Source: an optimization exercise on an open RTL-to-GDS flow (aim: small area, a short achievable clock period and few clock cycles per item). Production flows keep margins and buffers that such runs may drop. RTL that was checked went through simulation tests only; none was proved equivalent to the original. No functional check of the RTL was part of run 1. Power figures rest on the tool's default switching activity, not on a simulated workload.

File: design/flow/config.mk
export PLATFORM = sky130hd
export DESIGN_NAME = positional_list_insert_delete_unit
export DESIGN_NICKNAME = positional_list_insert_delete_unit
export VERILOG_FILES = /design/flow/design.v
export SDC_FILE = /design/flow/constraint.sdc
export NUM_CORES = 4
export LEC_CHECK = 0
export CAP_MARGIN = 20
export CORE_MARGIN = 2
export CORE_UTILIZATION = 40
export CTS_BUF_LIST = sky130_fd_sc_hd__clkbuf_8 sky130_fd_sc_hd__clkbuf_16
export CTS_CLUSTER_DIAMETER = 80
export CTS_CLUSTER_SIZE = 20
export SETUP_SLACK_MARGIN = 1.9
export SLEW_MARGIN = 20
File: design/flow/constraint.sdc
create_clock -name core_clock -period 4.2 [get_ports {clk}]
set_input_delay 0.8400 -clock core_clock [delete_from_list [all_inputs] [get_ports {clk}]]
set_output_delay 0.8400 -clock core_clock [all_outputs]
set_load 0.01 [all_outputs]
File: design/flow/design.v
`timescale 1ns / 1ps
`default_nettype none
package plid_pkg;
  localparam int CAPACITY = 16;
  localparam int DATA_W   = 32;
  localparam int POS_W    = 5;
  localparam int OCNT_W   = 5;
  localparam int SLOT_W   = $clog2(CAPACITY);
  localparam int CNT_W    = $clog2(CAPACITY + 1);
  localparam logic [1:0] CMD_APPEND = 2'd0;
  localparam logic [1:0] CMD_INSERT = 2'd1;
  localparam logic [1:0] CMD_DELETE = 2'd2;
  localparam logic [1:0] CMD_DUMP   = 2'd3;
  localparam logic [1:0] STAT_OK    = 2'd0;
  localparam logic [1:0] STAT_FULL  = 2'd1;
  localparam logic [1:0] STAT_RANGE = 2'd2;
  typedef struct packed {
    logic [1:0]               cmd;
    logic signed [DATA_W-1:0] elem_value;
    logic [POS_W-1:0]         position;
  } plid_in_t;
  typedef struct packed {
    logic [1:0]               status;
    logic signed [DATA_W-1:0] elem_out;
    logic [OCNT_W-1:0]        count_now;
    logic                     last;
  } plid_out_t;
endpackage
`default_nettype wire
`timescale 1ns / 1ps
`default_nettype none
module plid_cell (
  input  wire logic                               clk,
  input  wire logic                               we,
  input  wire logic signed [plid_pkg::DATA_W-1:0] wdata,
  output logic signed [plid_pkg::DATA_W-1:0]      q
);
  logic signed [plid_pkg::DATA_W-1:0] val_r;
  always_ff @(posedge clk) begin
    if (we) val_r <= wdata;
  end
  assign q = val_r;
endmodule
`default_nettype wire
`timescale 1ns / 1ps
`default_nettype none
module positional_list_insert_delete_unit (
  input  wire logic               clk,
  input  wire logic               rst_n,
  input  wire logic               in_valid,
  output logic                    in_ready,
  input  wire logic [38:0]        in_data,
  output logic                    out_valid,
  input  wire logic               out_ready,
  output logic [39:0]             out_data
);
  localparam int N  = plid_pkg::CAPACITY;
  localparam int SW = plid_pkg::SLOT_W;
  localparam int CW = plid_pkg::CNT_W;
  localparam int OW = plid_pkg::OCNT_W;
  localparam int PW = plid_pkg::POS_W;
  plid_pkg::plid_in_t in_pkt;
  assign in_pkt = in_data;
  logic [CW-1:0]                      cnt_r, cnt_nxt;
  logic [N-1:0]                       cth_r, cth_nxt;  
  logic [SW-1:0]                      ptr_r [N];
  logic signed [plid_pkg::DATA_W-1:0] mem_q [N];
  logic                               dmp_r;      
  logic [SW-1:0]                      rem_r;      
  logic                               out_valid_r;
  plid_pkg::plid_out_t                out_r;
  logic                slot_free, acc, full, empty, one;
  logic                is_app, is_ins, is_del, is_dmp, dmp_elems;
  logic                pos_le_cnt, pos_lt_cnt;
  logic                ins_do, del_do, rot;
  logic [N-1:0]        ins_gt, ins_eq, del_ge, cnt_eq;
  logic [N:0]          cge;
  logic [CW-1:0]       cnt_inc, cnt_dec;
  logic [N-1:0]        cth_inc, cth_dec;
  logic [N-1:0]        oh_head;
  logic [N-1:0]        we_r;
  logic [1:0]          stat;
  logic [SW-1:0]       del_slot;
  logic [N-1:0]        s_up, s_lt, s_dn, s_lh, s_hd;
  logic [SW-1:0]       ptr_nxt [N];
  logic signed [plid_pkg::DATA_W-1:0] rd_val;
  logic                emit, lst;
  always_comb begin
    slot_free  = !out_valid_r || out_ready;
    in_ready   = slot_free && !dmp_r;
    acc        = in_valid && in_ready;
    full       = cth_r[N-1];
    empty      = !cth_r[0];
    one        = cth_r[0] && !cth_r[1];
    for (int i = 0; i < N; i++) begin
      cnt_eq[i] = (i == 0) ? !cth_r[0] : (cth_r[i-1] && !cth_r[i]);
    end
    is_app     = in_pkt.cmd == plid_pkg::CMD_APPEND;
    is_ins     = in_pkt.cmd == plid_pkg::CMD_INSERT;
    is_del     = in_pkt.cmd == plid_pkg::CMD_DELETE;
    is_dmp     = in_pkt.cmd == plid_pkg::CMD_DUMP;
    cge        = {cth_r, 1'b1};
    pos_lt_cnt = !in_pkt.position[PW-1] && cth_r[in_pkt.position[SW-1:0]];
    pos_le_cnt = in_pkt.position[PW-1] ? (in_pkt.position[SW-1:0] == '0 && full)
                                       : cge[in_pkt.position[SW-1:0]];
    ins_do     = acc && !full && (is_app || is_ins);
    del_do     = acc && is_del;
    for (int i = 0; i < N; i++) begin
      if (is_app) begin
        ins_gt[i] = (i == 0) ? 1'b0 : !cth_r[i-1];
        ins_eq[i] = cnt_eq[i];
      end else begin
        ins_gt[i] = PW'(i) > in_pkt.position;
        ins_eq[i] = PW'(i) == in_pkt.position;
      end
      del_ge[i] = PW'(i) >= in_pkt.position;
    end
    del_slot   = ptr_r[in_pkt.position[SW-1:0]];
    stat = plid_pkg::STAT_OK;
    if (is_app || is_ins) begin
      if (full) stat = plid_pkg::STAT_FULL;
      else if (!is_app && !pos_le_cnt) stat = plid_pkg::STAT_RANGE;
    end else if (is_del) begin
      if (!pos_lt_cnt) stat = plid_pkg::STAT_RANGE;
    end else begin
      if (empty) stat = plid_pkg::STAT_RANGE;
    end
    cnt_inc = cnt_r + 1'b1;
    cnt_dec = cnt_r - 1'b1;
    cth_inc = {cth_r[N-2:0], 1'b1};
    cth_dec = {1'b0, cth_r[N-1:1]};
    cnt_nxt = cnt_r;
    cth_nxt = cth_r;
    if (acc && !full && (is_app || (is_ins && pos_le_cnt))) begin
      cnt_nxt = cnt_inc;
      cth_nxt = cth_inc;
    end
    if (acc && is_del && pos_lt_cnt) begin
      cnt_nxt = cnt_dec;
      cth_nxt = cth_dec;
    end
    dmp_elems = is_dmp && !empty;
    oh_head   = N'(1) << ptr_r[0];
    rd_val    = '0;
    for (int i = 0; i < N; i++) rd_val |= {plid_pkg::DATA_W{oh_head[i]}} & mem_q[i];
    emit      = slot_free && dmp_r;
    lst       = rem_r == SW'(1);
    rot       = emit || (acc && dmp_elems);
  end
  always_ff @(posedge clk) begin
    if (!rst_n) begin
      cnt_r       <= '0;
      cth_r       <= '0;
      dmp_r       <= 1'b0;
      out_valid_r <= 1'b0;
    end else begin
      cnt_r       <= cnt_nxt;
      cth_r       <= cth_nxt;
      out_valid_r <= !slot_free || dmp_r || acc;
      if (emit) begin
        if (lst) dmp_r <= 1'b0;
      end else if (acc && dmp_elems && !one) begin
        dmp_r <= 1'b1;
      end
    end
  end
  always_ff @(posedge clk) begin
    if (emit) rem_r <= rem_r - 1'b1;
    else if (acc) rem_r <= SW'(cnt_dec);
  end
  always_ff @(posedge clk) begin
    if (slot_free) begin
      if (dmp_r) begin
        out_r.status    <= plid_pkg::STAT_OK;
        out_r.elem_out  <= rd_val;
        out_r.count_now <= OW'(cnt_r);
        out_r.last      <= lst;
      end else if (acc) begin
        out_r.status    <= stat;
        out_r.elem_out  <= dmp_elems ? rd_val : '0;
        out_r.count_now <= OW'(cnt_nxt);
        out_r.last      <= !dmp_elems || one;
      end
    end
  end
  always_comb begin
    for (int i = 0; i < N; i++) begin
      s_up[i] = ins_do && ins_gt[i];
      s_lt[i] = ins_do && ins_eq[i];
      s_dn[i] = (del_do && del_ge[i]) || (rot && i < N - 1 && cth_r[(i + 1) % N]);
      s_lh[i] = rot && ((i == N - 1) ? full : cnt_eq[(i + 1) % N]);
      s_hd[i] = !(s_up[i] || s_lt[i] || s_dn[i] || s_lh[i]);
      ptr_nxt[i] = ({SW{s_up[i]}} & ptr_r[(i + N - 1) % N]) |
                   ({SW{s_lt[i]}} & ptr_r[N-1]) |
                   ({SW{s_dn[i]}} & ((i == N - 1) ? del_slot : ptr_r[(i + 1) % N])) |
                   ({SW{s_lh[i]}} & ptr_r[0]) |
                   ({SW{s_hd[i]}} & ptr_r[i]);
    end
  end
  always_ff @(posedge clk) begin
    for (int i = 0; i < N; i++) ptr_r[i] <= rst_n ? ptr_nxt[i] : SW'(i);
  end
  always_ff @(posedge clk) begin
    we_r <= rst_n ? (N'(1) << ptr_nxt[N-1]) & {N{!cth_nxt[N-1]}} : N'(1) << (N - 1);
  end
  for (genvar g = 0; g < N; g++) begin : g_slot
    plid_cell u_cell (
      .clk   (clk),
      .we    (we_r[g]),
      .wdata (in_pkt.elem_value),
      .q     (mem_q[g])
    );
  end
  assign out_valid = out_valid_r;
  assign out_data  = out_r;
endmodule
`default_nettype wire
File: design/flow/flow/run.sh
#!/bin/bash
# The standard layout, with every port buffered by a buf_2 instead of the
# buffer cell buffer_ports picks on its own. ORFS's output is in standard.log.
bash standard.sh 'BUFFER_PORTS_ARGS=-buffer_cell sky130_fd_sc_hd__buf_2' finish > standard.log 2>&1
File: design/flow/standard.sh
#!/bin/bash
# synth_recipe.tcl (not shown) runs the flow's synth.tcl, then flattens the netlist and writes it again
# the make line also repeats each setting of config.mk as NAME=value (left out here)
make -C /OpenROAD-flow-scripts/flow DESIGN_CONFIG=/design/flow/config.mk WORK_HOME=/design/flow/orfs CLKGATE_MAP_FILE= SYNTH_SCRIPT=/design/flow/synth_recipe.tcl "${@:-finish}"
==> results of run 1 <==
## critical path: stages
cell and delay, ns:
buf_2 0.23, a41oi_4 0.32, nor3_4 0.10, buf_4 0.15, a2111oi_1 0.41, a221oi_1 0.10, o21a_2 0.20, or2_4 0.29
o31ai_1 0.22
## how the worst max path moves through the flow
stage	to	start	slack (ns)	cells past startpoint
2_1_floorplan	out_r[4]	in_data[1]	1.47	7
3_3_place_gp	cnt_r[2]	in_data[1]	0.76	8
3_5_place_dp	we_r[3]	in_data[38]	0.74	8
4_1_cts	we_r[3]	in_data[38]	1.82	8
5_1_grt	we_r[3]	cth_r[9]	1.75	8
6_report	we_r[15]	in_data[37]	1.86	9
## flip-flops by register name, summed over array words and instances, names as in the netlist
signal,flops
rem_r,4
ptr_r,64
cnt_r,5
out_r,40
dmp_r,1
g_slot.u_cell.val_r,512
cth_r,16
out_valid_r,1
we_r,16
## layer usage
metal / up-vias / global-route usage (%) / wire length (um)
li1: 7649 / - / -
met3: 181 / 4.87 / 7620
met1: 9098 / 33.0 / 33900
met4: 14 / 6.34 / 2210
met5: - / 0.499 / 111
met2: 989 / 37.2 / 38000
## report_power, final
group	internal, mW	total, mW	switching [mW]
combinational	0.288	0.895	0.608
clock	1.88	4.10	2.22
sequential	7.32	7.44	0.125
## kinds of logic (layout without fill, tap and decap cells)
group                      Yosys count  after routing  share of synthesized area (%)
DFF                                659            659                           71.7
AOI/OAI and AO/OA                  568            569                           17.0
and+or+nand+nor                    393            395                           7.19
buffers and inverters              152            301                           2.41
muxes                               21             21                           1.21
xor gates and xnor gates             8              8                          0.268
adders and majority gates            4              4                          0.191
## metrics by stage
step / hold slack [ns] / instances / cell area, sq um / util, % / setup slack (ns)
2_1_floorplan: 0.445 / 1805 / 26800 / - / 1.47
3_3_place_gp: 0.448 / 2690 / 28400 / 43.9 / 0.765
3_5_place_dp: 0.450 / 2690 / 28400 / 43.9 / 0.735
4_1_cts: 0.480 / 2765 / 30000 / 46.4 / 1.82
5_1_grt: 0.492 / 2812 / 30600 / 47.5 / 1.75
6_report: 0.479 / 2812 / 30600 / 47.5 / 1.86
## what timing repair did
action                     CTS  global route
gates resized for setup     67            72
setup endpoints to repair  124            99
buffers inserted            16            45
hold endpoints to repair     0             0
pin swaps                   10            18
gates cloned                 3             2
## area by class of cell
type                    instances  area [sq um]  area share, %
multi-input cells             997          7680           25.1
inverters                      26           100          0.327
clock inverters                14           189          0.616
repair buffers                219          1740           5.66
flip-flops and latches        659         18800           61.4
well taps                     855          1070           3.49
clock buffers                  42          1050           3.43
## placed cells by master (no fill, tap or decap), types with 18 or more instances in the layout
master     instances
edfxtp_1         556
nand2_1          123
a221oi_1         120
a22oi_1          119
buf_4            108
a22o_1            95
buf_2             77
dfxtp_1           67
nor2_1            60
a31oi_1           56
clkbuf_16         44
a21oi_1           35
and3_1            32
nand3_1           32
inv_1             27
dfxtp_2           27
a222oi_1          23
nor3_2            18
a32oi_1           18
buf_6             18
==> results.yml, run 1 <==
floorplanning:
  die_area_sq_um: 67500
  floorplan.initialDensity_pct: 40.5
  rows: 93
  die_w_um: 260
  die_y_um: 260
  ios: 85
  core_sq_um: 64600
global_routing:
  overflow: 0
  grt_max_degree: 41
  antenna_found_initial: 7
  grt_pass1_wl_um: 117000
  grt_pass1_vias: 17045
  track_usage_pct: 23.5
critical_path:
  endpoint_kind: "flip-flop"
  timing.rr.end: "we_r[3]"
  worstSetupPathType: "in -> reg"
  reg2reg_from: "cth_r[9]"
  worstPathArrival_ns: 2.86
  worst-path-max-fanout: 13
  rrSetupSlack_ns: 1.91
  critPathLaunchType: "input pin"
  cp.required_ns: 4.72
  rr_worst_depth: 8
clock_tree:
  htreeDepth: 2
  cts.sinks: 659
  clkSlewWorstSetupHoldPaths_ns: 0.08
  cts_inserted_buffers: 42
  clk_latency_ns: 0.62
  cts_max_path_buffers: 3
  cts_tree: "built"
  cts_hold_buf: 0
  root_buffer: "clkbuf_16"
pwr:
  ir_worst_vdd_uv: 248
  p_leak_nw: 9.77
  p_total_mw: 12.4
  power.density_nw_per_um2: 406
logic_synthesis:
  synthesis.area_sq_um: 26200
  synth_cell_types: 69
  synth_edf_count: 556
  yosys.area.top_type: "edfxtp_1"
  ys_top_cells_by_count: "edfxtp_1, a22oi_1, nand2_1, a221oi_1, dfxtp_1"
  synth-seq-cells: 659
  synthesis.nets: 1852
  ys_async_sr_fraction_pct: 0
  synth.area.top_cells: "edfxtp_1, dfxtp_1, a221oi_1, a22oi_1, a22o_1"
  yosys.cell_count.top_type: "edfxtp_1"
  yosys.area.top_type_share_pct: 63.8
  synth-seq-area-share_pct: 71.7
  syn_avg_cell_area_sq_um: 14.5
  synthCells: 1805
  dominantRegCellSynth: "edfxtp_1"
  yosysWarnings: 7
final_layout:
  num_antenna_cells: 0
  fillers: 5560
  area_growth_pct: 17.2
  fin_nets: 1992
  drive_gt1_share_pct: 24.6
sta:
  setup_viol: 0
  hold_viol: 0
  tightestPinTransition_ns: 0.911
  fmax_mhz: 427
  slew_headroom_pct: 39.1
  fin_crit_ns: 2.34
  period_share_pct: 55.7
  grt_setup_unrepaired: "true"
  tns_ns: 0
  clock_skew_ns: 0.0328
  drv_slew: 0
hold_path:
  hold_depth: 0
  holdCritPathClass: "reg -> reg"
  hp-start: "we_r[0]"
  hold_end: "g_slot[0].u_cell.val_r[23]"
drt:
  first_pass_iters: 9
  ant_nets: 0
  wl_um: 81800
  wl_per_cell_um: 29.1
  via_per_inst: 6.38
  drcViolationCount: 0
  first_iter_violations: 2476
  vias: 17931
run_status:
  status: "timing/DRC/antenna clean"
job:
  drv_cap: 0
place:
  hpwl_um: 45500
  place.gp.congestion: 0.939
  port_buffers: 84
==> run 2: changes to the inputs <==
--- a/design/flow/design.v
+++ b/design/flow/design.v
@@ -79,7 +79,10 @@
   logic [N-1:0]        cth_inc, cth_dec;
   logic [N-1:0]        oh_head;
   logic [N-1:0]        we_r;
-  logic [1:0]          stat;
+  logic [1:0]          stat, stat_y, stat_n;
+  logic [CW-1:0]       cnt_y, cnt_n;
+  logic [N-1:0]        cth_y, cth_n;
+  logic                in_rng, full_nxt;
   logic [SW-1:0]       del_slot;
   logic [N-1:0]        s_up, s_lt, s_dn, s_lh, s_hd;
   logic [SW-1:0]       ptr_nxt [N];
@@ -116,29 +119,52 @@
       del_ge[i] = PW'(i) >= in_pkt.position;
     end
     del_slot   = ptr_r[in_pkt.position[SW-1:0]];
-    stat = plid_pkg::STAT_OK;
-    if (is_app || is_ins) begin
-      if (full) stat = plid_pkg::STAT_FULL;
-      else if (!is_app && !pos_le_cnt) stat = plid_pkg::STAT_RANGE;
-    end else if (is_del) begin
-      if (!pos_lt_cnt) stat = plid_pkg::STAT_RANGE;
-    end else begin
-      if (empty) stat = plid_pkg::STAT_RANGE;
-    end
+    in_rng  = is_del ? pos_lt_cnt : pos_le_cnt;
     cnt_inc = cnt_r + 1'b1;
     cnt_dec = cnt_r - 1'b1;
     cth_inc = {cth_r[N-2:0], 1'b1};
     cth_dec = {1'b0, cth_r[N-1:1]};
-    cnt_nxt = cnt_r;
-    cth_nxt = cth_r;
-    if (acc && !full && (is_app || (is_ins && pos_le_cnt))) begin
-      cnt_nxt = cnt_inc;
-      cth_nxt = cth_inc;
-    end
-    if (acc && is_del && pos_lt_cnt) begin
-      cnt_nxt = cnt_dec;
-      cth_nxt = cth_dec;
-    end
+    stat_y = plid_pkg::STAT_OK;
+    cnt_y  = cnt_r;
+    cth_y  = cth_r;
+    stat_n = plid_pkg::STAT_OK;
+    cnt_n  = cnt_r;
+    cth_n  = cth_r;
+    if (is_app || is_ins) begin
+      if (full) begin
+        stat_y = plid_pkg::STAT_FULL;
+        stat_n = plid_pkg::STAT_FULL;
+      end else begin
+        if (acc) begin
+          cnt_y = cnt_inc;
+          cth_y = cth_inc;
+        end
+        if (is_app) begin
+          if (acc) begin
+            cnt_n = cnt_inc;
+            cth_n = cth_inc;
+          end
+        end else begin
+          stat_n = plid_pkg::STAT_RANGE;
+        end
+      end
+    end else if (is_del) begin
+      stat_n = plid_pkg::STAT_RANGE;
+      if (acc) begin
+        cnt_y = cnt_dec;
+        cth_y = cth_dec;
+      end
+    end else begin
+      if (empty) begin
+        stat_y = plid_pkg::STAT_RANGE;
+        stat_n = plid_pkg::STAT_RANGE;
+      end
+    end
+    stat    = in_rng ? stat_y : stat_n;
+    cnt_nxt = in_rng ? cnt_y : cnt_n;
+    cth_nxt = in_rng ? cth_y : cth_n;
+    full_nxt = (full && !(del_do && !in_pkt.position[PW-1])) ||
+               (cnt_eq[N-1] && ins_do && (is_app || !in_pkt.position[PW-1]));
     dmp_elems = is_dmp && !empty;
     oh_head   = N'(1) << ptr_r[0];
     rd_val    = '0;
@@ -201,7 +227,7 @@
     for (int i = 0; i < N; i++) ptr_r[i] <= rst_n ? ptr_nxt[i] : SW'(i);
   end
   always_ff @(posedge clk) begin
-    we_r <= rst_n ? (N'(1) << ptr_nxt[N-1]) & {N{!cth_nxt[N-1]}} : N'(1) << (N - 1);
+    we_r <= rst_n ? (N'(1) << ptr_nxt[N-1]) & {N{!full_nxt}} : N'(1) << (N - 1);
   end
   for (genvar g = 0; g < N; g++) begin : g_slot
     plid_cell u_cell (
==> design/flow/run.sh (new file) <==
#!/bin/bash
# synth_recipe.tcl (not shown) runs the flow's synth.tcl, then flattens the netlist and writes it again
# the make line also repeats each setting of config.mk as NAME=value (left out here)
make -C /OpenROAD-flow-scripts/flow DESIGN_CONFIG=/design/flow/config.mk WORK_HOME=/design/flow/orfs CLKGATE_MAP_FILE= SYNTH_SCRIPT=/design/flow/synth_recipe.tcl finish
removed: design/flow/flow/run.sh
removed: design/flow/standard.sh
==> run 2 against run 1 <==
Still clean on timing, DRC and antenna. Via count grew 4.0%. Utilization is essentially flat. Synthesized cell count increased by 4.5%. Combinational power up about 20%. Setup slack worse by 0.0094 ns. Clock power fell by 1%. Non-clock buffer count down 11. First-iteration DRC count is 9.4% higher. Area after synthesis rose by 1.7%. Largest cell class unchanged. Total power grew 1.5%.
==> results.yml, run 2 <==
final_layout:
  finalInstanceArea_sq_um: 31200
  fillers: 5679
  reg_top3: "g_slot.u_cell.val_r (512), ptr_r (64), out_r (40)"
  fin_nets: 2053
  final_cell_mix: "edfxtp_1, nand2_1, a221oi_1"
  area_growth_pct: 17.4
  regMostFlops: "g_slot.u_cell.val_r"
  layout_commonest_cell: "edfxtp_1"
  num_antenna_cells: 0
  drive_gt1_share_pct: 18.7
  largest_reg_flops: 512
critical_path:
  cp.required_ns: 4.67
  rrSetupSlack_ns: 1.86
  critPathLaunchType: "input pin"
  timing.rr.end: "cth_r[13]"
  worst-path-max-fanout: 9
  worstSetupPathType: "in -> reg"
  endpoint_kind: "flip-flop"
  rr_worst_depth: 7
  reg2reg_from: "cth_r[4]"
  worstPathArrival_ns: 2.82
job:
  drv_cap: 0
floorplanning:
  die_y_um: 262
  ios: 85
  rows: 94
  core_sq_um: 65900
  die_area_sq_um: 68600
  floorplan.initialDensity_pct: 40.4
  die_w_um: 262
sta:
  tightestPinTransition_ns: 0.828
  fin_crit_ns: 2.35
  tns_ns: 0
  grt_setup_unrepaired: "true"
  setup_viol: 0
  period_share_pct: 55.9
  hold_viol: 0
  slew_headroom_pct: 44.8
  fmax_mhz: 426
  clock_skew_ns: 0.0248
  drv_slew: 0
logic_synthesis:
  synthMuxAreaShare_pct: 1.34
  syn_avg_cell_area_sq_um: 14.1
  synth_edf_count: 556
  dominantRegCellSynth: "edfxtp_1"
  yosys.cell_count.top_type: "edfxtp_1"
  synth-compound-area-share_pct: 17.1
  synthCells: 1886
  synthAdderAreaFrac_pct: 0.188
  ys_async_sr_fraction_pct: 0
  synth_cell_types: 76
  ys_top_cells_by_count: "edfxtp_1, nand2_1, a221oi_1, a22oi_1"
  synthXorXnorAreaFrac_pct: 0.230
  synthesis.nets: 1933
  synth-seq-area-share_pct: 70.5
  yosysWarnings: 7
  synth-seq-cells: 659
  yosys.area_share.simple_pct: 8.12
  yosys.area.top_type_share_pct: 62.7
  yosys.area.top_type: "edfxtp_1"
  synth.area.top_cells: "edfxtp_1, dfxtp_1, a221oi_1, a22oi_1, a22o_1"
  synth_top_family_by_area: "compound AO/OA/AOI/OAI gates"
  synthesis.area_sq_um: 26600
drt:
  ant_nets: 0
  vias: 18640
  wl_um: 82700
  wl_per_cell_um: 28.6
  via_per_inst: 6.46
  drcViolationCount: 0
  first_pass_iters: 6
  first_iter_violations: 2708
pwr:
  power.density_nw_per_um2: 404
  ir_worst_vdd_uv: 295
  p_leak_nw: 9.96
  p_total_mw: 12.6
clock_tree:
  cts_max_path_buffers: 3
  cts_inserted_buffers: 40
  clk_latency_ns: 0.61
  htreeDepth: 2
  cts_hold_buf: 0
  cts.sinks: 659
  root_buffer: "clkbuf_16"
  clkSlewWorstSetupHoldPaths_ns: 0.09
  cts_tree: "built"
global_routing:
  antenna_found_initial: 4
  grt_max_degree: 44
  grt_pass1_wl_um: 119000
  overflow: 0
  track_usage_pct: 23.6
  grt_pass1_vias: 17638
hold_path:
  holdCritPathClass: "reg -> reg"
  hold_end: "ptr_r[13][1]"
  hp-start: "ptr_r[13][1]"
  hold_depth: 2
place:
  hpwl_um: 46700
  port_buffers: 84
  placed_cell_area_sq_um: 29100
  place.gp.congestion: 0.939
run_status:
  status: "timing/DRC/antenna clean"
[run 2: cell count changes in the layout (fill, tap and decap cells not counted), sizes merged, moves of 7 or more]
cell,before,now
nand2,128,154
a211oi,5,17
a22oi,135,113
a21oi,44,58
dlygate4sd2,0,41
clkdlybuf4s50,0,33
buf,215,129
nand2b,12,19
nor2,92,104
a32oi,19,11
a311oi,1,14
[run 2: logic make-up (layout without fill, tap and decap cells)]
family                     count (synthesis)  in the layout
AOI/OAI and AO/OA                        585            589
and+or+nand+nor                          448            449
muxes                                     26             26
adders and majority gates                  4              4
xor gates and xnor gates                   7              7
DFF                                      659            659
buffers and inverters                    157            289
[run 2: worst max-delay path, cell delays in order]
cell and delay [ns]:
buf_12 0.12, mux4_2 0.55, mux2_4 0.30, a22oi_2 0.25, buf_6 0.16, a21oi_4 0.11, a311oi_1 0.37, a211oi_1 0.10
[run 2: layout make-up]
cell class | instances | area, sq um | area share, %
clock inverter | 18 | 200 | 0.641
multi-input combinational | 1075 | 7990 | 25.6
tap | 864 | 1080 | 3.46
timing repair buffer | 208 | 2040 | 6.55
inverter | 22 | 87.6 | 0.280
clock buffer | 41 | 1010 | 3.25
sequential | 659 | 18800 | 60.2
[run 2: per-layer routing]
metal / up-vias / global-route usage, % / part of all wire [%]
li1: 7903 / - / -
met1: 9473 / 34.0 / 41
met2: 1094 / 37.2 / 46
met3: 162 / 3.95 / 9.9
met4: 8 / 6.06 / 2.5
met5: - / 0 / 0.063
[run 2: where the power goes]
part           switching, mW  internal [mW]
Combinational          0.686          0.385
Sequential             0.165           7.33
Clock                   2.15           1.91
[run 2: how the worst max path moves through the flow]
stage / startpoint / end / cells after the start
6_report: in_data[1] / cth_r[13] / 8
5_1_grt: in_data[1] / cth_r[13] / 10
4_1_cts: in_valid / we_r[15] / 9
3_5_place_dp: in_data[1] / out_r[2] / 9
3_3_place_gp: in_data[3] / we_r[15] / 9
2_1_floorplan: in_data[1] / out_r[2] / 8
[run 2: repair_timing]
| action | in CTS | in global routing |
|---|---|---|
| endpoints found under the setup margin | 181 | 101 |
| pin swaps | 18 | 23 |
| buffers inserted | 31 | 9 |
| resized for setup | 139 | 84 |
| gates cloned | 3 | 5 |
[run 2: through the flow]
step / worst slack (ns) / cells / hold WS, ns / utilization, %
global route: 1.80 / 2887 / 0.521 / 47.4
CTS: 1.87 / 2873 / 0.506 / 46.8
floorplan: 1.46 / 1886 / 0.447 / -
detailed placement: 0.489 / 2780 / 0.494 / 44.2
finish: 1.85 / 2887 / 0.508 / 47.4
global placement: 0.527 / 2780 / 0.491 / 44.2
Testbench counts of run 2, summed over its fixed seeds: cycles 5,036, items 3,200.
==> run 3: changes to the inputs <==
==> design/flow/flow/run.sh (new file) <==
#!/bin/bash
# The standard layout, with every port buffered by a buf_2 instead of the
# buffer cell buffer_ports picks on its own. ORFS's output is in standard.log.
bash standard.sh 'BUFFER_PORTS_ARGS=-buffer_cell sky130_fd_sc_hd__buf_2' finish > standard.log 2>&1
==> design/flow/standard.sh (new file) <==
#!/bin/bash
# synth_recipe.tcl (not shown) runs the flow's synth.tcl, then flattens the netlist and writes it again
# the make line also repeats each setting of config.mk as NAME=value (left out here)
make -C /OpenROAD-flow-scripts/flow DESIGN_CONFIG=/design/flow/config.mk WORK_HOME=/design/flow/orfs CLKGATE_MAP_FILE= SYNTH_SCRIPT=/design/flow/synth_recipe.tcl "${@:-finish}"
--- a/design/flow/config.mk
+++ b/design/flow/config.mk
@@ -11,5 +11,5 @@
 export CTS_BUF_LIST = sky130_fd_sc_hd__clkbuf_8 sky130_fd_sc_hd__clkbuf_16
 export CTS_CLUSTER_DIAMETER = 80
 export CTS_CLUSTER_SIZE = 20
-export SETUP_SLACK_MARGIN = 1.9
+export SETUP_SLACK_MARGIN = 2.1
 export SLEW_MARGIN = 20
removed: design/flow/run.sh
==> run 3 against run 2 <==
Sequential power hardly changed. Worst hold slack better by 0.020 ns. Register-to-register slack hardly changed. Clock skew is 0.00060 ns higher. Largest power group unchanged.
==> results.yml, run 3 <==
clock_tree:
  htreeDepth: 2
  cts_inserted_buffers: 41
  root_buffer: "clkbuf_16"
  cts_hold_buf: 0
  cts_max_path_buffers: 3
  clk_latency_ns: 0.62
  clkSlewWorstSetupHoldPaths_ns: 0.08
  cts_tree: "built"
  cts.sinks: 659
logic_synthesis:
  dominantRegCellSynth: "edfxtp_1"
  syn_avg_cell_area_sq_um: 14.1
  synth_cell_types: 76
  ys_top_cells_by_count: "edfxtp_1, nand2_1, a221oi_1, a22oi_1"
  synth-seq-area-share_pct: 70.5
  synthesis.nets: 1933
  yosys.area.top_type_share_pct: 62.7
  synth_edf_count: 556
  ys_async_sr_fraction_pct: 0
  synthesis.area_sq_um: 26600
  synthCells: 1886
  synth.area.top_cells: "edfxtp_1, dfxtp_1, a221oi_1, a22oi_1, a22o_1"
  synth-seq-cells: 659
  yosys.cell_count.top_type: "edfxtp_1"
  yosys.area.top_type: "edfxtp_1"
  yosysWarnings: 7
final_layout:
  utilization_pct: 48.8
  regMostFlops: "g_slot.u_cell.val_r"
  final_cell_mix: "edfxtp_1, nand2_1, buf_4"
  reg_top3: "g_slot.u_cell.val_r (512), ptr_r (64), out_r (40)"
  layout_commonest_cell: "edfxtp_1"
  drive_gt1_share_pct: 27.4
  fillers: 5557
  fin_nets: 2111
  area_growth_pct: 20.7
  largest_reg_flops: 512
  finalNonFillerCells: 2942
pwr:
  p_sw_mw: 3.13
  seqPwrFrac_pct: 58.2
  p_comb_share_pct: 9.2
  power.density_nw_per_um2: 401
  ir_worst_vdd_uv: 298
  clkPwrFrac_pct: 32.7
  switching_share_pct: 24.3
  internal-power_mw: 9.76
  p_leak_nw: 10.4
  p_total_mw: 12.9
critical_path:
  worst-path-max-fanout: 7
  timing.rr.end: "cth_r[6]"
  cp.required_ns: 4.67
  rrSetupSlack_ns: 1.87
  reg2reg_from: "cth_r[12]"
  worstSetupPathType: "reg -> reg"
  rr_worst_depth: 8
  critPathLaunchType: "flip-flop"
  worstPathArrival_ns: 2.80
  endpoint_kind: "flip-flop"
hold_path:
  hold_depth: 2
  hold_end: "ptr_r[13][1]"
  holdCritPathClass: "reg -> reg"
  hp-start: "ptr_r[13][1]"
sta:
  clock_skew_ns: 0.0254
  tightestPinTransition_ns: 0.796
  period_share_pct: 55.4
  fmax_mhz: 430
  grt_setup_unrepaired: "true"
  fin_crit_ns: 2.33
  drv_slew: 0
  tns_ns: 0
  hold_viol: 0
  slew_headroom_pct: 46.9
  setup_viol: 0
floorplanning:
  ios: 85
  rows: 94
  floorplan.initialDensity_pct: 40.4
  die_area_sq_um: 68600
  core_sq_um: 65900
  die_w_um: 262
  die_y_um: 262
global_routing:
  antenna_found_initial: 6
  grt.busiest_layer: "met2"
  grt_pass1_wl_um: 123000
  use_met3_pct: 4.41
  grt_pass1_vias: 17999
  overflow: 0
  use_met1_pct: 34.9
  grt_max_degree: 41
  track_usage_pct: 24.4
  grtUsageMet2_pct: 38.4
job:
  drv_cap: 0
drt:
  ant_nets: 0
  first_iter_violations: 2735
  wl_um: 87000
  drcViolationCount: 0
  via_per_inst: 6.47
  first_pass_iters: 7
  vias: 19034
  wl_per_cell_um: 29.6
place:
  hpwl_um: 48700
  place_inst: 2775
  place.gp.congestion: 0.926
  port_buffers: 84
run_status:
  status: "timing/DRC/antenna clean"
[run 3: logic make-up (layout without fill, tap and decap cells)]
family | count (synthesis) | count (layout) | synth area share (%)
compound gates | 585 | 588 | 17.1
other cells | 0 | 3 | 0
xor+xnor | 7 | 7 | 0.230
buf+inv | 157 | 340 | 2.54
simple gates | 448 | 451 | 8.12
mux | 26 | 26 | 1.34
flops | 659 | 659 | 70.5
fa+ha+maj | 4 | 4 | 0.188
[run 3: critical path: stages (launching register included)]
cell	delay (ns)
dfxtp_2	0.32
buf_6	0.11
mux4_2	0.49
mux2_4	0.30
a22oi_2	0.31
a21oi_4	0.17
buf_6	0.17
a311oi_2	0.25
a211oi_1	0.07
[run 3: power groups by stage]
stage	sequential [mW]	clock, mW	combinational [mW]
2_1_floorplan	7.60	0	0.558
3_3_place_gp	7.64	0	0.919
3_5_place_dp	7.64	0	0.934
4_1_cts	7.49	4.25	1.05
5_1_grt	7.52	4.46	1.25
6_report	7.50	4.21	1.18
[run 3: worst max path at each step]
stage               slack, ns        from  cells after the start  endpoint
floorplan                1.46  in_data[1]                      8  out_r[2]
CTS                      1.94    cth_r[5]                      7  out_r[2]
finish                   1.87   cth_r[12]                      8  cth_r[6]
detailed placement       0.74  in_data[3]                      8  we_r[15]
global placement         0.81  in_data[1]                      8  out_r[2]
global route             1.83   cth_r[12]                      8  cth_r[1]
[run 3: timing repair]
item	in CTS	in global routing
endpoints found under the setup margin	141	101
buffers inserted	55	38
gates resized for setup	152	89
cloned	10	7
pin swaps	61	53
[run 3: layout make-up]
type | count | area (sq um) | share of cell area [%]
antenna | 3 | 7.51 | 0.0234
clock buffer | 41 | 1030 | 3.19
clock inverter | 13 | 226 | 0.705
inverter | 22 | 87.6 | 0.273
multi-input combinational | 1076 | 8440 | 26.3
sequential | 659 | 18800 | 58.6
tap | 864 | 1080 | 3.36
timing repair buffer | 264 | 2440 | 7.58
[run 3: metal layers]
metal  share of wire [%]  routed length [um]  vias up
met5               0.055                  48        -
met4                 2.8                2440        8
met3                 9.3                8120      187
met2                  46               40400     1137
met1                  41               36000     9670
li1                    -                   -     8032
[run 3: per-stage QoR]
step / instance area [sq um] / hold WS [ns] / worst slack, ns
6_report: 32100 / 0.528 / 1.87
5_1_grt: 32100 / 0.552 / 1.83
4_1_cts: 31200 / 0.525 / 1.94
3_5_place_dp: 28800 / 0.513 / 0.740
3_3_place_gp: 28800 / 0.511 / 0.814
2_1_floorplan: 27200 / 0.447 / 1.46
==> run 4: changes to the inputs <==
--- a/design/flow/config.mk
+++ b/design/flow/config.mk
@@ -11,5 +11,5 @@
 export CTS_BUF_LIST = sky130_fd_sc_hd__clkbuf_8 sky130_fd_sc_hd__clkbuf_16
 export CTS_CLUSTER_DIAMETER = 80
 export CTS_CLUSTER_SIZE = 20
-export SETUP_SLACK_MARGIN = 2.1
+export SETUP_SLACK_MARGIN = 1.7
 export SLEW_MARGIN = 20
==> run 4 against run 3 <==
Total power shrank 2.8%. Clock power shrank 3%. Sequential share of layout area grew 4.0 points. Maximum frequency shrank 5.7%. Flip-flop and latch count is the same. Critical endpoint is now out_r[2]. Largest power group unchanged. Highest routed layer unchanged.
==> results.yml, run 4 <==
run_status:
  status: "timing/DRC/antenna clean"
final_layout:
  layout_commonest_cell: "edfxtp_1"
  finalInstanceArea_sq_um: 30000
  fillers: 5858
  area_growth_pct: 12.8
  utilization_pct: 45.6
  largest_reg_flops: 512
  regMostFlops: "g_slot.u_cell.val_r"
  final_cell_mix: "edfxtp_1, nand2_1, a221oi_1"
  num_antenna_cells: 0
  fin_nets: 2023
  drive_gt1_share_pct: 17.4
  reg_top3: "g_slot.u_cell.val_r (512), ptr_r (64), out_r (40)"
pwr:
  p_leak_nw: 9.50
  ir_worst_vdd_uv: 289
  power.density_nw_per_um2: 417
sta:
  tns_ns: 0
  slew_headroom_pct: 31.2
  clock_skew_ns: 0.0351
  period_share_pct: 58.8
  fin_crit_ns: 2.47
  grt_setup_unrepaired: "true"
  drv_slew: 0
  setup_viol: 0
  fmax_mhz: 405
  hold_viol: 0
  tightestPinTransition_ns: 1.03
floorplanning:
  die_area_sq_um: 68600
  die_w_um: 262
  die_y_um: 262
  rows: 94
  core_sq_um: 65900
  ios: 85
  floorplan.initialDensity_pct: 40.4
logic_synthesis:
  yosysWarnings: 7
  synth_cell_types: 76
  synthesis.area_sq_um: 26600
  dominantRegCellSynth: "edfxtp_1"
  synth-seq-cells: 659
  synthCells: 1886
  ys_async_sr_fraction_pct: 0
  synthesis.nets: 1933
  yosys.area.top_type: "edfxtp_1"
  yosys.area.top_type_share_pct: 62.7
  synth-seq-area-share_pct: 70.5
  yosys.cell_count.top_type: "edfxtp_1"
  synth.area.top_cells: "edfxtp_1, dfxtp_1, a221oi_1, a22oi_1, a22o_1"
  synth_edf_count: 556
  ys_top_cells_by_count: "edfxtp_1, nand2_1, a221oi_1, a22oi_1"
  syn_avg_cell_area_sq_um: 14.1
drt:
  via_per_inst: 6.50
  first_iter_violations: 2729
  wl_um: 81600
  wl_per_cell_um: 28.6
  first_pass_iters: 8
  ant_nets: 0
  drcViolationCount: 0
  vias: 18534
critical_path:
  critPathLaunchType: "flip-flop"
  worstSetupPathType: "reg -> reg"
  rr_worst_depth: 7
  endpoint_kind: "flip-flop"
  worstPathArrival_ns: 2.84
  cp.required_ns: 4.57
  worst-path-max-fanout: 10
clock_tree:
  clkSlewWorstSetupHoldPaths_ns: 0.08
  htreeDepth: 2
  cts.sinks: 659
  root_buffer: "clkbuf_16"
  cts_max_path_buffers: 3
  cts_inserted_buffers: 41
  clk_latency_ns: 0.62
  cts_tree: "built"
  cts_hold_buf: 0
global_routing:
  grt_max_degree: 47
  overflow: 0
  grt_pass1_wl_um: 119000
  track_usage_pct: 23.4
  grt_pass1_vias: 17477
  antenna_found_initial: 7
place:
  port_buffers: 84
  placed_cell_area_sq_um: 28400
  place.gp.congestion: 0.961
  hpwl_um: 46600
job:
  drv_cap: 0
hold_path:
  hold_depth: 3
  holdCritPathClass: "in -> reg"
## run 4: cells by family after synthesis
group	after synthesis	synth area share [%]
multiplexers	26	1.34
buffers and inverters	157	2.54
AO/OA/AOI/OAI	585	17.1
AND/OR/NAND/NOR	448	8.12
flip-flops	659	70.5
adder cells (fa/ha/maj)	4	0.188
XOR/XNOR	7	0.230
## run 4: report_power, final
part           internal [mW]  switching (mW)  total (mW)  leakage, nW
sequential              7.32           0.177        7.50         5.94
clock                   1.88            2.22        4.09        0.591
combinational          0.298           0.634       0.931         2.97
## run 4: metrics by stage
stage | instances | setup slack [ns] | power, mW | hold slack, ns
after global routing | 2852 | 1.67 | 12.9 | 0.516
final | 2852 | 1.73 | 12.5 | 0.517
after detailed placement | 2773 | 0.626 | 8.53 | 0.506
after floorplan | 1886 | 1.46 | 8.12 | 0.447
after CTS | 2845 | 1.66 | 12.6 | 0.494
after global placement | 2773 | 0.735 | 8.51 | 0.502
## run 4: critical path, cell delays in order (launching register included)
cell      delay [ns]
dfxtp_1         0.58
mux4_2          0.33
mux2i_1         0.07
a21oi_1         0.40
a211oi_4        0.17
a21oi_4         0.34
mux2i_1         0.28
a21oi_1         0.06
## run 4: timing repair
| item | CTS | global route |
|---|---|---|
| cloned | 1 | 0 |
| setup endpoints to repair | 127 | 89 |
| buffers inserted | 16 | 7 |
| resized for setup | 18 | 42 |
| pin swaps | 4 | 6 |
## run 4: path summary, 6_finish.rpt
path,start,slack [ns],end
setup / recovery,cth_r[12],1.73,out_r[2]
hold / removal,in_valid,0.52,out_valid_r
setup reg to reg,cth_r[12],1.73,out_r[2]
hold reg to reg,ptr_r[8][3],0.52,ptr_r[8][3]
## run 4: final cells by class
| cell class | count | area (sq um) | area share (%) |
|---|---|---|---|
| tap | 864 | 1080 | 3.60 |
| timing repair buffer | 181 | 1320 | 4.38 |
| sequential | 659 | 18800 | 62.6 |
| multi-input combinational | 1071 | 7540 | 25.1 |
| clock inverter | 14 | 180 | 0.600 |
| clock buffer | 41 | 1030 | 3.42 |
| inverter | 22 | 86.3 | 0.288 |
## run 4: per-layer routing
metal | global-route usage, % | vias to the layer above | share of wire, %
met5 | 0 | - | 0.066
met4 | 5.68 | 8 | 2.5
met3 | 4.10 | 170 | 9.9
met2 | 36.5 | 1088 | 46
met1 | 34.2 | 9422 | 42
li1 | - | 7846 | -
==> run 5: changes to the inputs <==
--- a/design/flow/config.mk
+++ b/design/flow/config.mk
@@ -11,5 +11,5 @@
 export CTS_BUF_LIST = sky130_fd_sc_hd__clkbuf_8 sky130_fd_sc_hd__clkbuf_16
 export CTS_CLUSTER_DIAMETER = 80
 export CTS_CLUSTER_SIZE = 20
-export SETUP_SLACK_MARGIN = 1.7
+export SETUP_SLACK_MARGIN = 1.9
 export SLEW_MARGIN = 20
==> run 5 against run 4 <==
Still clean. Combinational power increased by 11%. Cell count increased by 1.1%. Clock-buffer cell count increased by 1. Cell area increased by 2.6%. Critical path depth unchanged. Die area unchanged. Largest power group unchanged. First-iteration DRC count increased by 8.2%.
==> results.yml, run 5 <==
run_status:
  status: "timing/DRC/antenna clean"
floorplanning:
  floorplan.initialDensity_pct: 40.4
  die_w_um: 262
  die_area_sq_um: 68600
  core_sq_um: 65900
  ios: 85
  rows: 94
  die_y_um: 262
logic_synthesis:
  yosys.area.top_type_share_pct: 62.7
  yosysWarnings: 7
  syn_avg_cell_area_sq_um: 14.1
  yosys.area_share.simple_pct: 8.12
  dominantRegCellSynth: "edfxtp_1"
  synthesis.nets: 1933
  synth_edf_count: 556
  yosys.area.top_type: "edfxtp_1"
  yosys.cell_count.top_type: "edfxtp_1"
  synth_top_family_by_area: "compound AO/OA/AOI/OAI gates"
  synthAdderAreaFrac_pct: 0.188
  synth_cell_types: 76
  ys_top_cells_by_count: "edfxtp_1, nand2_1, a221oi_1, a22oi_1"
  ys_async_sr_fraction_pct: 0
  synthXorXnorAreaFrac_pct: 0.230
  synth-seq-area-share_pct: 70.5
  synthCells: 1886
  synthesis.area_sq_um: 26600
  synthMuxAreaShare_pct: 1.34
  synth-compound-area-share_pct: 17.1
  synth-seq-cells: 659
  synth.area.top_cells: "edfxtp_1, dfxtp_1, a221oi_1, a22oi_1, a22o_1"
final_layout:
  fin_nets: 2043
  area_growth_pct: 15.8
  largest_reg_flops: 512
  regMostFlops: "g_slot.u_cell.val_r"
  final_cell_mix: "edfxtp_1, nand2_1, a221oi_1"
  finalNonFillerCells: 2883
  layout_commonest_cell: "edfxtp_1"
  drive_gt1_share_pct: 21.6
  fillers: 5736
  reg_top3: "g_slot.u_cell.val_r (512), ptr_r (64), out_r (40)"
critical_path:
  worstPathArrival_ns: 2.78
  crit_chain: "a31oi_4 > or3_4 > o22ai_2 > a222oi_1 > and2b_2 > or2_4 > o31ai_2"
  max_stage_delay_ns: 0.53
  worstSetupPathType: "reg -> reg"
  worst-path-max-fanout: 10
  reg2reg_from: "cth_r[0]"
  critPathLaunchType: "flip-flop"
  cp_slowest_cell: "or3_4"
  cp.required_ns: 4.72
  timing.rr.end: "we_r[15]"
  rrSetupSlack_ns: 1.93
  endpoint_kind: "flip-flop"
  rr_worst_depth: 7
global_routing:
  grt_max_degree: 53
  track_usage_pct: 23.8
  overflow: 0
  antenna_found_initial: 7
  grt_pass1_wl_um: 120000
  grt_pass1_vias: 17738
sta:
  slew_headroom_pct: 33.5
  holdWs_ns: 0.454
  fmax_mhz: 441
  drv_slew: 0
  tightestPinTransition_ns: 0.996
  fin_crit_ns: 2.27
  setup_viol: 0
  period_share_pct: 54.0
  tns_ns: 0
  clock_skew_ns: 0.0271
  grt_setup_unrepaired: "true"
  hold_viol: 0
clock_tree:
  cts_max_path_buffers: 3
  cts_tree: "built"
  cts_hold_buf: 0
  clk_latency_ns: 0.62
  cts.sinks: 659
  root_buffer: "clkbuf_16"
  cts_inserted_buffers: 42
  htreeDepth: 2
  clkSlewWorstSetupHoldPaths_ns: 0.08
pwr:
  p_leak_nw: 9.83
  p_total_mw: 12.8
  power.density_nw_per_um2: 414
  ir_worst_vdd_uv: 265
place:
  port_buffers: 84
  place.gp.congestion: 0.933
  hpwl_um: 46900
  place_inst: 2763
hold_path:
  hold_depth: 0
  hp-start: "we_r[14]"
  holdCritPathClass: "reg -> reg"
  hold_end: "g_slot[14].u_cell.val_r[11]"
drt:
  drcViolationCount: 0
  wl_per_cell_um: 29.1
  first_pass_iters: 8
  wl_um: 83800
  ant_nets: 0
  first_iter_violations: 2954
  via_per_inst: 6.48
  vias: 18677
job:
  drv_cap: 0
==> run 5: changes by cell type in the layout (fill, tap and decap cells not counted), moves of 10 or more <==
cell	change
dfxtp_4	+15
nor2_1	-12
dfxtp_1	-12
nor2_2	+10
a311oi_2	+11
inv_1	+11
nor3_2	+10
a311oi_1	-11
nor3_1	-13
==> run 5: layer usage <==
layer	vias up	track usage [%]	routed length [um]
met4	8	6.09	2100
met3	181	4.12	8390
met5	-	0	57
met2	1108	37.8	39100
li1	7894	-	-
met1	9486	34.1	34100
==> run 5: area by class of cell <==
type | instances | area [sq um] | share of cell area [%]
Sequential cell | 659 | 18800 | 61.2
Tap cell | 864 | 1080 | 3.51
Multi-Input combinational cell | 1077 | 7970 | 25.8
Clock inverter | 24 | 241 | 0.784
Inverter | 22 | 85.1 | 0.276
Clock buffer | 42 | 1050 | 3.41
Timing Repair Buffer | 194 | 1550 | 5.01
Antenna cell | 1 | 2.50 | 0.00812
==> run 5: how the worst max path moves through the flow <==
stage	start	to	slack (ns)	cells after the start
after floorplan	in_data[1]	out_r[2]	1.46	8
after global placement	in_data[1]	out_r[2]	0.79	8
after detailed placement	in_data[3]	we_r[15]	0.75	8
after CTS	in_data[4]	we_r[15]	1.90	8
after global routing	in_data[0]	cth_r[2]	1.85	9
final	cth_r[0]	we_r[15]	1.93	7
==> run 5: repair_timing <==
item,4_1_cts,5_1_grt
endpoints found under the setup margin,139,77
setup buffers,30,14
cloned,5,4
pin swaps,14,18
gates resized for setup,66,71
==> run 5: critical path: cells and delay by family, from the launching register on <==
family             cells  cell delay [ns]
AOI/OAI and AO/OA      4             0.65
and+or+nand+nor        3             1.07
DFF                    1             0.46
==> run 5: power by group <==
group / total, mW / internal [mW] / leakage (nW) / switching, mW
Clock: 4.23 / 1.95 / 0.679 / 2.28
Sequential: 7.49 / 7.32 / 5.95 / 0.171
Combinational: 1.03 / 0.353 / 3.20 / 0.680
Total: 12.8 / 9.63 / 9.83 / 3.13
==> run 5: cells by family (layout without fill, tap and decap cells) <==
logic type,Yosys count,count (layout)
adders and majority gates,4,4
muxes,26,26
other,0,1
DFF,659,659
xor gates and xnor gates,7,7
and+or+nand+nor,448,453
AOI/OAI and AO/OA,585,587
buffers and inverters,157,282
==> run 5: per-stage QoR <==
stage / util, % / worst slack [ns] / cell area [sq um]
final: 46.8 / 1.93 / 30800
after global routing: 46.8 / 1.85 / 30800
after CTS: 46.1 / 1.90 / 30400
after detailed placement: 43.4 / 0.753 / 28600
after floorplan: - / 1.46 / 27100
after global placement: 43.4 / 0.786 / 28600
==> run 6: changes to the inputs <==
--- a/design/flow/config.mk
+++ b/design/flow/config.mk
@@ -7,9 +7,10 @@
 export LEC_CHECK = 0
 export CAP_MARGIN = 20
 export CORE_MARGIN = 2
-export CORE_UTILIZATION = 40
+export CORE_UTILIZATION = 50
 export CTS_BUF_LIST = sky130_fd_sc_hd__clkbuf_8 sky130_fd_sc_hd__clkbuf_16
 export CTS_CLUSTER_DIAMETER = 80
 export CTS_CLUSTER_SIZE = 20
+export PLACE_DENSITY = 0.7
 export SETUP_SLACK_MARGIN = 1.9
 export SLEW_MARGIN = 20
==> run 6 against run 5 <==
Total power is 2.6% lower. Sequential share of layout area grew 0.76 points. Cell count down 6.9%. Flip-flop and latch count did not move. First-iteration DRC count decreased by 4.8%. Utilization grew 11 points. Sequential power about the same. Register-to-register slack got worse by 0.05 ns. Setup slack worse by 0.050 ns. Clock-buffer cell count fell by 2. Global-route usage is 4.2 points higher. Maximum frequency shrank 2.2%.
==> results.yml, run 6 <==
global_routing:
  grt_max_degree: 55
  overflow: 0
  antenna_found_initial: 5
  use_met3_pct: 5.78
  grt_pass1_vias: 17786
  grt_pass1_wl_um: 116000
  use_met1_pct: 40.4
  grtUsageMet2_pct: 43.6
  track_usage_pct: 28.0
  grt.busiest_layer: "met2"
hold_path:
  holdCritPathClass: "reg -> reg"
  hold_depth: 0
critical_path:
  timing.rr.end: "we_r[15]"
  rr_worst_depth: 6
  cp.required_ns: 4.72
  setup.worst_path.start: "ptr_r[15][3]"
  setup.worst_path.end: "we_r[15]"
  worst-path-max-fanout: 17
  worstPathArrival_ns: 2.83
  worstSetupPathType: "reg -> reg"
  endpoint_kind: "flip-flop"
  rrSetupSlack_ns: 1.88
  critPathLaunchType: "flip-flop"
  reg2reg_from: "ptr_r[15][3]"
final_layout:
  seqCellArea_sq_um: 18800
  reg_top3: "g_slot.u_cell.val_r (512), ptr_r (64), out_r (40)"
  final_cell_mix: "edfxtp_1, nand2_1, a221oi_1"
  drive_gt1_share_pct: 21.4
  largest_reg_flops: 512
  fin_nets: 2029
  area_growth_pct: 14.2
  layout_commonest_cell: "edfxtp_1"
  multi_input_area_sq_um: 8000
  regMostFlops: "g_slot.u_cell.val_r"
  fillers: 4038
  utilization_pct: 57.8
logic_synthesis:
  synthAdderAreaFrac_pct: 0.188
  synth-seq-area-share_pct: 70.5
  yosys.cell_count.top_type: "edfxtp_1"
  synthXorXnorAreaFrac_pct: 0.230
  synth_cell_types: 76
  dominantRegCellSynth: "edfxtp_1"
  yosysWarnings: 7
  synth.area.top_cells: "edfxtp_1, dfxtp_1, a221oi_1, a22oi_1, a22o_1"
  synth_top_family_by_area: "compound AO/OA/AOI/OAI gates"
  synth_edf_count: 556
  synthCells: 1886
  yosys.area_share.simple_pct: 8.12
  ys_top_cells_by_count: "edfxtp_1, nand2_1, a221oi_1, a22oi_1"
  synth-seq-cells: 659
  synth-compound-area-share_pct: 17.1
  yosys.area.top_type_share_pct: 62.7
  yosys.area.top_type: "edfxtp_1"
  synthesis.nets: 1933
  synthMuxAreaShare_pct: 1.34
  syn_avg_cell_area_sq_um: 14.1
  synthesis.area_sq_um: 26600
  ys_async_sr_fraction_pct: 0
drt:
  first_pass_iters: 10
  via_per_inst: 6.98
  drcViolationCount: 0
  first_iter_violations: 2811
  vias: 18740
  ant_nets: 0
  wl_per_cell_um: 29.7
  wl_um: 79800
floorplanning:
  floorplan.initialDensity_pct: 50.6
  die_y_um: 235
  ios: 85
  die_w_um: 235
  rows: 84
  core_sq_um: 52600
  die_area_sq_um: 55100
place:
  port_buffers: 84
  hpwl_um: 44100
  place.gp.congestion: 0.956
clock_tree:
  cts_hold_buf: 0
  cts_inserted_buffers: 40
  cts_max_path_buffers: 3
  clk_latency_ns: 0.61
  root_buffer: "clkbuf_16"
  cts.sinks: 659
  htreeDepth: 2
  cts_tree: "built"
  clkSlewWorstSetupHoldPaths_ns: 0.08
sta:
  tns_ns: 0
  drv_slew: 0
  fmax_mhz: 432
  fin_crit_ns: 2.32
  grt_setup_unrepaired: "true"
  clock_skew_ns: 0.0281
  slew_headroom_pct: 30.2
  period_share_pct: 55.2
  hold_viol: 0
  setup_viol: 0
  tightestPinTransition_ns: 1.05
pwr:
  power.density_nw_per_um2: 409
  p_leak_nw: 9.68
  ir_worst_vdd_uv: 329
job:
  drv_cap: 0
run_status:
  status: "timing/DRC/antenna clean"
[run 6: per-stage QoR]
stage	setup WS, ns	power (mW)	hold WS, ns	instance area, sq um	instances
2_1_floorplan	1.46	8.15	0.447	27100	1886
3_3_place_gp	0.734	8.52	0.433	28400	2585
3_5_place_dp	0.733	8.55	0.444	28400	2585
4_1_cts	1.90	12.4	0.468	30000	2673
5_1_grt	1.84	12.7	0.478	30400	2685
6_report	1.88	12.4	0.472	30400	2685
[run 6: cell type report]
class	count	area share (%)
Clock buffer	40	3.29
Inverter	22	0.276
Timing Repair Buffer	184	4.90
Antenna cell	1	0.00823
Clock inverter	16	0.473
Tap cell	688	2.83
Multi-Input combinational cell	1075	26.3
Sequential cell	659	61.9
[run 6: critical path: stages (launching register included)]
cell and delay (ns):
dfxtp_1 1.02, mux2i_1 0.17, o221ai_1 0.21, a21oi_1 0.11, o21a_2 0.25, or2_4 0.28
o31ai_2 0.20
[run 6: per-layer routing]
metal  part of all wire (%)  vias up
met4                    2.5        8
met2                     46     1221
met3                     11      167
met1                     40     9485
met5                  0.054        -
li1                       -     7859
[run 6: how the worst min path moves through the flow]
stage / slack, ns / startpoint / endpoint
6_report: 0.47 / we_r[6] / g_slot[6].u_cell.val_r[12]
5_1_grt: 0.48 / we_r[6] / g_slot[6].u_cell.val_r[12]
3_3_place_gp: 0.43 / we_r[6] / g_slot[6].u_cell.val_r[12]
2_1_floorplan: 0.45 / ptr_r[8][3] / ptr_r[8][3]
3_5_place_dp: 0.44 / we_r[6] / g_slot[6].u_cell.val_r[12]
4_1_cts: 0.47 / we_r[6] / g_slot[6].u_cell.val_r[12]
[run 6: logic make-up after synthesis]
kind of cell             Yosys count
AO/OA/AOI/OAI                    585
XOR/XNOR                           7
adder cells (fa/ha/maj)            4
buffers and inverters            157
flip-flops                       659
multiplexers                      26
AND/OR/NAND/NOR                  448
[run 6: timing repair]
action | 4_1_cts | 5_1_grt
pin swaps | 13 | 14
cloned | 5 | 2
setup endpoints to repair | 138 | 119
setup buffers | 27 | 9
resized for setup | 63 | 72
[run 6: where the power goes]
part	switching, mW	total, mW	internal, mW
Clock	2.13	3.90	1.77
Sequential	0.164	7.49	7.33
Combinational	0.682	1.03	0.347
==> run 7: changes to the inputs <==
==> design/flow/config.mk (replaced) <==
export PLATFORM = sky130hd
export DESIGN_NAME = positional_list_insert_delete_unit
export DESIGN_NICKNAME = positional_list_insert_delete_unit
export VERILOG_FILES = /design/flow/design.v
export SDC_FILE = /design/flow/constraint.sdc
export NUM_CORES = 4
export LEC_CHECK = 0
export CAP_MARGIN = 10
export CORE_MARGIN = 2
export CORE_UTILIZATION = 40
export CTS_BUF_LIST = sky130_fd_sc_hd__clkbuf_8 sky130_fd_sc_hd__clkbuf_16
export CTS_CLUSTER_DIAMETER = 80
export CTS_CLUSTER_SIZE = 20
export SETUP_SLACK_MARGIN = 1.9
export SLEW_MARGIN = 10
==> run 7 against run 6 <==
Critical path type unchanged. Clock-buffer cell count increased by 2. Sequential power is essentially flat. Critical endpoint unchanged. Worst hold slack lost 0.018 ns.
==> results.yml, run 7 <==
sta:
  fin_ws_ns: 1.93
  fmax_mhz: 441
  period_share_pct: 54.0
  grt_setup_unrepaired: "true"
  fin_crit_ns: 2.27
  holdWs_ns: 0.454
  hold_viol: 0
  drv_slew: 0
  setup_viol: 0
  tns_ns: 0
  clock_skew_ns: 0.0271
  tightestPinTransition_ns: 0.996
  slew_headroom_pct: 33.5
logic_synthesis:
  synthesis.area_sq_um: 26600
  yosys.cell_count.top_type: "edfxtp_1"
  yosys.area.top_type: "edfxtp_1"
  synthesis.nets: 1933
  ys_async_sr_fraction_pct: 0
  synth.area.top_cells: "edfxtp_1, dfxtp_1, a221oi_1, a22oi_1, a22o_1"
  synth-seq-area-share_pct: 70.5
  yosys.area.top_type_share_pct: 62.7
  yosysWarnings: 7
  synth-seq-cells: 659
  synthCells: 1886
  syn_avg_cell_area_sq_um: 14.1
  ys_top_cells_by_count: "edfxtp_1, nand2_1, a221oi_1, a22oi_1"
  dominantRegCellSynth: "edfxtp_1"
  synth_edf_count: 556
  synth_cell_types: 76
critical_path:
  endpoint_kind: "flip-flop"
  cp.required_ns: 4.72
  reg2reg_from: "cth_r[0]"
  worstPathArrival_ns: 2.78
  worstSetupPathType: "reg -> reg"
  worst-path-max-fanout: 10
  timing.rr.end: "we_r[15]"
  critPathLaunchType: "flip-flop"
  rr_worst_depth: 7
  rrSetupSlack_ns: 1.93
clock_tree:
  clk_latency_ns: 0.62
  htreeDepth: 2
  root_buffer: "clkbuf_16"
  cts.sinks: 659
  cts_hold_buf: 0
  clkSlewWorstSetupHoldPaths_ns: 0.08
  cts_inserted_buffers: 42
  cts_tree: "built"
  cts_max_path_buffers: 3
final_layout:
  layout_commonest_cell: "edfxtp_1"
  largest_reg_flops: 512
  final_cell_mix: "edfxtp_1, nand2_1, a221oi_1"
  finalNonFillerCells: 2883
  fillers: 5736
  utilization_pct: 46.8
  area_growth_pct: 15.8
  drive_gt1_share_pct: 21.6
  reg_top3: "g_slot.u_cell.val_r (512), ptr_r (64), out_r (40)"
  fin_nets: 2043
  finalInstanceArea_sq_um: 30800
  regMostFlops: "g_slot.u_cell.val_r"
drt:
  ant_nets: 0
  top_layer: "met5"
  wl_per_cell_um: 29.1
  drcViolationCount: 0
  via_per_inst: 6.48
  wl_um: 83800
  first_pass_iters: 8
  vias: 18677
  route.met3.wl_um: 8390
  dr_wl_met2_um: 39100
  first_iter_violations: 2954
  m1WireLength_um: 34100
place:
  place_inst: 2763
  placed_cell_area_sq_um: 28600
  place.gp.congestion: 0.933
  port_buffers: 84
  pre_cts_ws_ns: 0.753
  hpwl_um: 46900
floorplanning:
  die_y_um: 262
  rows: 94
  core_sq_um: 65900
  die_area_sq_um: 68600
  die_w_um: 262
  ios: 85
  floorplan.initialDensity_pct: 40.4
hold_path:
  hold_depth: 0
  holdCritPathClass: "reg -> reg"
  hp-start: "we_r[14]"
  hold_end: "g_slot[14].u_cell.val_r[11]"
global_routing:
  grt_max_degree: 53
  antenna_found_initial: 7
  grt_pass1_wl_um: 120000
  grt_pass1_vias: 17738
  overflow: 0
  track_usage_pct: 23.8
run_status:
  status: "timing/DRC/antenna clean"
pwr:
  power.density_nw_per_um2: 414
  p_total_mw: 12.8
  ir_worst_vdd_uv: 265
  p_leak_nw: 9.83
job:
  drv_cap: 0
run 7: cell types whose count changed in the layout (fill, tap and decap cells not counted), moves of 4 or more:
cell and change:
dfxtp_2 -10, inv_1 +7, buf_4 +16, nand2_1 -4
dfxtp_4 +11, nand2_2 +4
run 7: what timing repair did:
item | CTS | global route
endpoints found under the setup margin | 139 | 77
pin swaps | 14 | 18
cloned | 5 | 4
setup buffers | 30 | 14
gates resized for setup | 66 | 71
run 7: worst max path at each step:
stage / from / end / slack (ns) / cells after the start
2_1_floorplan: in_data[1] / out_r[2] / 1.46 / 8
3_3_place_gp: in_data[1] / out_r[2] / 0.79 / 8
3_5_place_dp: in_data[3] / we_r[15] / 0.75 / 8
4_1_cts: in_data[4] / we_r[15] / 1.90 / 8
5_1_grt: in_data[0] / cth_r[2] / 1.85 / 9
6_report: cth_r[0] / we_r[15] / 1.93 / 7
run 7: cell type report:
class | count | area, sq um | share of cell area, %
Sequential cell | 659 | 18800 | 61.2
Timing Repair Buffer | 194 | 1550 | 5.01
Multi-Input combinational cell | 1077 | 7970 | 25.8
Antenna cell | 1 | 2.50 | 0.00812
Tap cell | 864 | 1080 | 3.51
Inverter | 22 | 85.1 | 0.276
Clock buffer | 42 | 1050 | 3.41
Clock inverter | 24 | 241 | 0.784
run 7: power by group:
part / total (mW) / switching (mW) / internal (mW)
sequential: 7.49 / 0.171 / 7.32
combinational: 1.03 / 0.680 / 0.353
clock: 4.23 / 2.28 / 1.95
total: 12.8 / 3.13 / 9.63
run 7: kinds of logic (layout without fill, tap and decap cells):
kind of cell             Yosys count  after routing  synth area share, %
multiplexers                      26             26                 1.34
buffers and inverters            157            282                 2.54
adder cells (fa/ha/maj)            4              4                0.188
flip-flops                       659            659                 70.5
XOR/XNOR                           7              7                0.230
other                              0              1                    0
AO/OA/AOI/OAI                    585            587                 17.1
AND/OR/NAND/NOR                  448            453                 8.12
run 7: layer usage:
layer	track usage (%)	vias to the layer above
li1	-	7894
met1	34.1	9486
met2	37.8	1108
met3	4.12	181
met4	6.09	8
met5	0	-
run 7: worst max-delay path, stage by stage (launching register included):
cell and delay [ns]:
dfxtp_4 0.46, a31oi_4 0.17, or3_4 0.53, o22ai_2 0.23
a222oi_1 0.09, and2b_2 0.27, or2_4 0.27, o31ai_2 0.16

==> afterwards: timing with drivers on the ports <==
How much do the figures lean on ideal ports? The routed layouts below were timed once more, with nothing changed but the port constraints.
Step 1 (the two cells are an assumption about what drives the block):
set clk [get_ports {clk}]
set_driving_cell -lib_cell sky130_fd_sc_hd__clkbuf_16 $clk
set_driving_cell -lib_cell sky130_fd_sc_hd__buf_2 [delete_from_list [all_inputs] $clk]
Step 2 adds t to the input delays and takes it off the output delays; t is the mean of the earliest and latest rising clock arrival at the registers after step 1. Input paths then give back, and output paths get back, about the clock's delay inside the block.
Three values: ideal, step 1, step 2; two values: the first two.
| run | shift t [ns] | setup slack, ns | hold slack, ns | slew at the worst register clock pin (ns) | cell pins on the clock port's net |
|---|---|---|---|---|---|
| run 1 | 0.666 | 1.860 / 1.803 / 1.137 | 0.479 / 0.479 / 0.479 | 0.09 / 0.09 | 1 |
| run 2 | 0.664 | 1.851 / 1.853 / 1.189 | 0.508 / 0.508 / 0.508 | 0.09 / 0.09 | 1 |
| run 3 | 0.673 | 1.873 / 1.776 / 1.104 | 0.528 / 0.528 / 0.528 | 0.09 / 0.09 | 1 |
| run 4 | 0.667 | 1.732 / 1.732 / 1.122 | 0.517 / 0.478 / 0.517 | 0.09 / 0.09 | 1 |
| run 5 | 0.670 | 1.934 / 1.850 / 1.180 | 0.454 / 0.454 / 0.454 | 0.09 / 0.09 | 1 |
| run 6 | 0.659 | 1.884 / 1.747 / 1.089 | 0.472 / 0.472 / 0.472 | 0.09 / 0.09 | 1 |
| run 7 | 0.670 | 1.934 / 1.850 / 1.180 | 0.454 / 0.454 / 0.454 | 0.09 / 0.09 | 1 |
After both steps setup and hold are still met in every run listed. For run 6, which loses most, drivers alone change the setup slack by -0.137 ns; drivers and shift together by -0.795 ns.
